What follows belongs to an exercise in optimizing a design on an open flow for small area; a production flow would make more cautious choices. In this exercise RTL edits were held to simulation tests only and were not proved equivalent to the original. Power and IR drop assume default switching activity.

Design reg_bank_shadowed, start of the top module:
module reg_bank_shadowed
#(
    parameter int unsigned DATA_WIDTH   = 16,
    parameter int unsigned RO_DEPTH     = 128,
    parameter int unsigned RW_DEPTH     = 128,
    parameter int unsigned RO_CH        = 4,
    parameter int unsigned DP_CH        = 4,
    parameter int unsigned COMMIT_MODE  = 0,
    parameter int unsigned RW_RESET_VAL = 0
) (
    input  logic                        clk,
    input  logic                        rst,
    input  logic [$clog2(RO_DEPTH + RW_DEPTH)-1:0] mem_addr,
    input  logic [DATA_WIDTH-1:0]       mem_data_in,
    input  logic                        mem_we,
    input  logic                        mem_re,
    output logic [DATA_WIDTH-1:0]       mem_data_out,
    output logic                        mem_rvalid,
    output logic                        mem_err,
    input  logic [RO_CH*DATA_WIDTH-1:0] ro_in,
    input  logic                        commit_req,
    input  logic                        frame_start,
    output logic                        commit_pending,
    output logic                        commit_done,
    output logic [DP_CH*DATA_WIDTH-1:0] dp_out
);
Size in the first run: about 7200 cells after synthesis, roughly 2100 flip-flops, about 180 I/O pins, about 0.073 sq mm of cells after synthesis.
export LEC_CHECK = 0
export CAP_MARGIN = 20
export CORE_MARGIN = 2
export CORE_UTILIZATION = 60
export CTS_BUF_LIST = sky130_fd_sc_hd__clkbuf_8
export CTS_CLUSTER_DIAMETER = 40
export CTS_CLUSTER_SIZE = 15
export GPL_TIMING_DRIVEN = 1
export SETUP_SLACK_MARGIN = 0.3
export SLEW_MARGIN = 20
export SYNTH_HIERARCHICAL = 1
create_clock -name core_clock -period 4.5 [get_ports {clk}]
standard.sh (not shown) runs the stock make flow with config.mk's settings and CLKGATE_MAP_FILE= SYNTH_SCRIPT=/design/flow/synth_recipe.tcl, a recipe that flattens the netlist after the stock synthesis.
==> flow/flow/run.sh <==
#!/bin/bash
# Standard layout, with ORFS options the settings list does not expose:
# drop the buffers ABC inserted before placement, keep none of the
# buffers timing-driven global placement tries out, and build the clock
# tree without dummy loads.
export REMOVE_ABC_BUFFERS=1
export GPL_KEEP_OVERFLOW=0
export CTS_ARGS="-sink_clustering_enable -repair_clock_nets -sink_clustering_size 15 -sink_clustering_max_diameter 40 -buf_list sky130_fd_sc_hd__clkbuf_8 -dont_use_dummy_load"
bash standard.sh > standard.log 2>&1
The starting point finished but fails on negative setup slack.
==> next run, changes <==
==> flow/flow/run.sh (replaced) <==
#!/bin/bash
# Standard layout, with two ORFS options the settings list does not
# expose: drop the buffers ABC inserted before placement, and build the
# clock tree without dummy loads; after global routing, downsize gates
# off the critical paths (ORFS power recovery).
cp standard.sh standard_copy.txt
cp config.mk config_copy.txt
export REMOVE_ABC_BUFFERS=1
export RECOVER_POWER=100
export CTS_ARGS="-sink_clustering_enable -repair_clock_nets -sink_clustering_size 15 -sink_clustering_max_diameter 40 -buf_list sky130_fd_sc_hd__clkbuf_8 -dont_use_dummy_load"
bash standard.sh > standard.log 2>&1
- CAP_MARGIN: 20 -> 10
- CORE_UTILIZATION: 60 -> 55
- GPL_TIMING_DRIVEN: 1 -> 0
- SETUP_SLACK_MARGIN: 0.3 -> 0.4
- SLEW_MARGIN: 20 -> 10
The changed run completed, yet does not pass: max-capacitance violations, max-slew violations, negative setup slack; routed wire length drops by a few percent; synthesized cell count does not change; via count came out lower by a few percent; flip-flop and latch count does not change; total power stays flat; fmax came out higher slightly; count of clock-buffer cells in the layout went up by 13; global-route usage came out lower by 5.3 points.
==> next run, changes <==
==> flow/flow/run.sh (replaced) <==
#!/bin/bash
# Standard layout, with two ORFS options the settings list does not
# expose: drop the buffers ABC inserted before placement, and build the
# clock tree without dummy loads.
cp standard.sh standard_copy.txt
cp config.mk config_copy.txt
export REMOVE_ABC_BUFFERS=1
export CTS_ARGS="-sink_clustering_enable -repair_clock_nets -sink_clustering_size 15 -sink_clustering_max_diameter 40 -buf_list sky130_fd_sc_hd__clkbuf_8 -dont_use_dummy_load"
bash standard.sh > standard.log 2>&1
What happened:
- The new run produced a clean layout
- count of clock-buffer cells in the layout does not change
- final cell count hardly moves
- utilization came out higher by 0.26 points
- total power stays flat
- design area went up by 0.42%
- wire length barely changes
==> next run, changes <==
--- a/flow/flow/run.sh
+++ b/flow/flow/run.sh
@@ -3,3 +3,4 @@
 # expose: drop the buffers ABC inserted before placement, and build the
-# clock tree without dummy loads.
+# clock tree without dummy loads; after global routing, downsize gates
+# off the critical paths (ORFS power recovery).
 cp standard.sh standard_copy.txt
@@ -7,2 +8,3 @@
 export REMOVE_ABC_BUFFERS=1
+export RECOVER_POWER=50
 export CTS_ARGS="-sink_clustering_enable -repair_clock_nets -sink_clustering_size 15 -sink_clustering_max_diameter 40 -buf_list sky130_fd_sc_hd__clkbuf_8 -dont_use_dummy_load"
The changed run finished but fails on max-capacitance violations, max-slew violations, negative setup slack.
Clock skew rises by 0.0046 ns.
Wire length hardly moves.
Clock-buffer cell count stays the same.
Setup slack loses 0.26 ns.
Sequential cell count stays the same.
Via count hardly moves.
Hold slack loses 0.0085 ns.
Die area does not change.
==> next run, changes <==
==> flow/flow/run.sh (replaced) <==
#!/bin/bash
# Standard layout, with two ORFS options the settings list does not
# expose: drop the buffers ABC inserted before placement, and build the
# clock tree without dummy loads.
cp standard.sh standard_copy.txt
cp config.mk config_copy.txt
export REMOVE_ABC_BUFFERS=1
export CTS_ARGS="-sink_clustering_enable -repair_clock_nets -sink_clustering_size 15 -sink_clustering_max_diameter 40 -buf_list sky130_fd_sc_hd__clkbuf_8 -dont_use_dummy_load"
bash standard.sh > standard.log 2>&1
- CAP_MARGIN: 10 -> 0
- SETUP_SLACK_MARGIN: 0.4 -> 0.5
- SLEW_MARGIN: 10 -> 0
Outcome: The new run reached the layout checks and failed them: max-capacitance violations, max-slew violations. Via count drops slightly. Worst setup slack gets better by 0.20 ns. Wire length drops slightly. Clock-buffer cell count climbs by 4. Cell count drops slightly. Synthesized cell count does not change. Non-clock buffer count drops by 20. Power barely changes.
==> next run, changes <==
- CAP_MARGIN: 0 -> 20
- CORE_UTILIZATION: 55 -> 60
- SETUP_SLACK_MARGIN: 0.5 -> 0.6
- SLEW_MARGIN: 0 -> 20
What happened: The new run produced a clean layout. Combinational power increases by 5.9%. First-iteration DRC count rises by 12%. Power fell by 0.65%. Fmax went up by 4.9%. Final area rises by 1.1%. Count of clock-buffer cells in the layout came out lower by 23. Routed wire length shrinks by 0.94%. Worst setup slack gains 0.20 ns.


Another version of the RTL of reg_bank_shadowed (not shown whole).
For scale: roughly 2100 flip-flops, about 180 I/O pins.
export LEC_CHECK = 0
export CAP_MARGIN = 20
export CORE_MARGIN = 2
export CORE_UTILIZATION = 55
export CTS_BUF_LIST = sky130_fd_sc_hd__clkbuf_8
export CTS_CLUSTER_DIAMETER = 40
export CTS_CLUSTER_SIZE = 15
export GPL_TIMING_DRIVEN = 0
export PLACE_DENSITY = 0.75
export SETUP_SLACK_MARGIN = 0.4
export SLEW_MARGIN = 20
export SYNTH_HIERARCHICAL = 1
create_clock -name core_clock -period 4.5 [get_ports {clk}]
==> flow/flow/run.sh <==
#!/bin/bash
# Standard layout, with ORFS options the settings list does not
# expose: drop the buffers ABC inserted before placement, and build the
# clock tree without dummy loads; port buffers are sky130_fd_sc_hd__buf_2.
export REMOVE_ABC_BUFFERS=1
export BUFFER_PORTS_ARGS="-buffer_cell sky130_fd_sc_hd__buf_2"
export CTS_ARGS="-sink_clustering_enable -repair_clock_nets -sink_clustering_size 15 -sink_clustering_max_diameter 40 -buf_list sky130_fd_sc_hd__clkbuf_8 -dont_use_dummy_load"
bash standard.sh > standard.log 2>&1
Next try:
==> flow/flow/run.sh (replaced) <==
#!/bin/bash
# Standard layout, with two ORFS options the settings list does not
# expose: drop the buffers ABC inserted before placement, and build the
# clock tree without dummy loads.
cp standard.sh standard_copy.txt
cp config.mk config_copy.txt
export REMOVE_ABC_BUFFERS=1
export CTS_ARGS="-sink_clustering_enable -repair_clock_nets -sink_clustering_size 15 -sink_clustering_max_diameter 40 -buf_list sky130_fd_sc_hd__clkbuf_8 -dont_use_dummy_load"
bash standard.sh > standard.log 2>&1
Settings changed: CAP_MARGIN 20 to 10, PLACE_DENSITY 0.75 to unset, SLEW_MARGIN 20 to 10.
After rerunning: The new run produced a clean layout; global-route usage went up by 2.7 points; worst hold slack gains 89 ps; combinational power drops by about 1%.
Next try:
==> flow/flow/run.sh (replaced) <==
#!/bin/bash
# Standard layout, with ORFS options the settings list does not
# expose: drop the buffers ABC inserted before placement, and build the
# clock tree without dummy loads; port buffers are sky130_fd_sc_hd__buf_2.
export REMOVE_ABC_BUFFERS=1
export BUFFER_PORTS_ARGS="-buffer_cell sky130_fd_sc_hd__buf_2"
export CTS_ARGS="-sink_clustering_enable -repair_clock_nets -sink_clustering_size 15 -sink_clustering_max_diameter 40 -buf_list sky130_fd_sc_hd__clkbuf_8 -dont_use_dummy_load"
bash standard.sh > standard.log 2>&1
Settings changed: CAP_MARGIN 10 to 20, CORE_UTILIZATION 55 to 50, SLEW_MARGIN 10 to 20.
Outcome:
- The changed run completed with no timing, DRC or antenna violations
- non-clock buffer count is higher by 17
- routed wire length is higher by 0.87%
- register-to-register slack gets worse by 90 ps
- first-iteration DRC count is lower by 8.1%
Next try:
==> flow/flow/run.sh (replaced) <==
#!/bin/bash
# Standard layout, with ORFS options the settings list does not
# expose: drop the buffers ABC inserted before placement, and build the
# clock tree without dummy loads; port buffers are sky130_fd_sc_hd__buf_1.
export REMOVE_ABC_BUFFERS=1
export BUFFER_PORTS_ARGS="-buffer_cell sky130_fd_sc_hd__buf_1"
export CTS_ARGS="-sink_clustering_enable -repair_clock_nets -sink_clustering_size 15 -sink_clustering_max_diameter 40 -buf_list sky130_fd_sc_hd__clkbuf_8 -dont_use_dummy_load"
bash standard.sh > standard.log 2>&1
Settings changed: CORE_UTILIZATION 50 to 55.
What happened: The new run completed with no timing, DRC or antenna violations. Cell count falls by 2.1%. Die area falls by about 9%. Synthesized area is unchanged. Routed wire length falls by 0.89%. Register-to-register slack improves by 20 ps. Critical path depth rises by 4. Clock skew rises by 34 ps. Worst hold slack improves by 64 ps. Core utilization rises by 5.3 points. Worst setup slack degrades by 62 ps. Via count falls by about 0.7%.

[static timing again, ports no longer ideal]
The results above use ideal ports. As a check the final layouts listed here were re-extracted and re-timed, cells and wires unchanged.
Step 1 (the two cells are an assumption about what drives the block):
set clk [get_ports {clk}]
set_driving_cell -lib_cell sky130_fd_sc_hd__clkbuf_16 $clk
set_driving_cell -lib_cell sky130_fd_sc_hd__buf_2 [delete_from_list [all_inputs] $clk]
Step 2 also shifts input and output timing later by t, the mid clock arrival at the registers, as if the neighbouring blocks saw the same clock.
Slacks: ideal / step 1 / step 2; pairs: ideal / step 1.
| run | t (ns) | setup slack, ns | worst setup path after step 2 | cell pins on the clock port's net |
|---|---|---|---|---|
| the first run of note 1 | 1.063 | -0.189 / -0.146 / -1.209 | input to register | 1 |
| the second run of note 1 | 1.067 | -0.146 / -0.113 / -1.180 | input to register | 1 |
| the third run of note 1 | 1.066 | 0.173 / 0.195 / -0.870 | input to register | 1 |
| the fourth run of note 1 | 1.073 | -0.088 / -0.125 / -1.198 | input to register | 1 |
| the fifth run of note 1 | 1.043 | 0.107 / 0.135 / -0.908 | input to register | 1 |
| the sixth run of note 1 | 1.053 | 0.312 / 0.336 / -0.717 | input to register | 1 |
| the first run of note 2 | 1.048 | 0.226 / 0.252 / -0.796 | input to register | 1 |
| the second run of note 2 | 1.045 | 0.241 / 0.264 / -0.781 | input to register | 1 |
| the third run of note 2 | 1.081 | 0.290 / 0.319 / -0.762 | input to register | 1 |
| the fourth run of note 2 | 1.024 | 0.228 / 0.281 / -0.743 | input to register | 1 |
The setup slack of the fourth run of note 1, which loses most, moves by -0.037 ns with the drivers and by -1.110 ns with both steps.
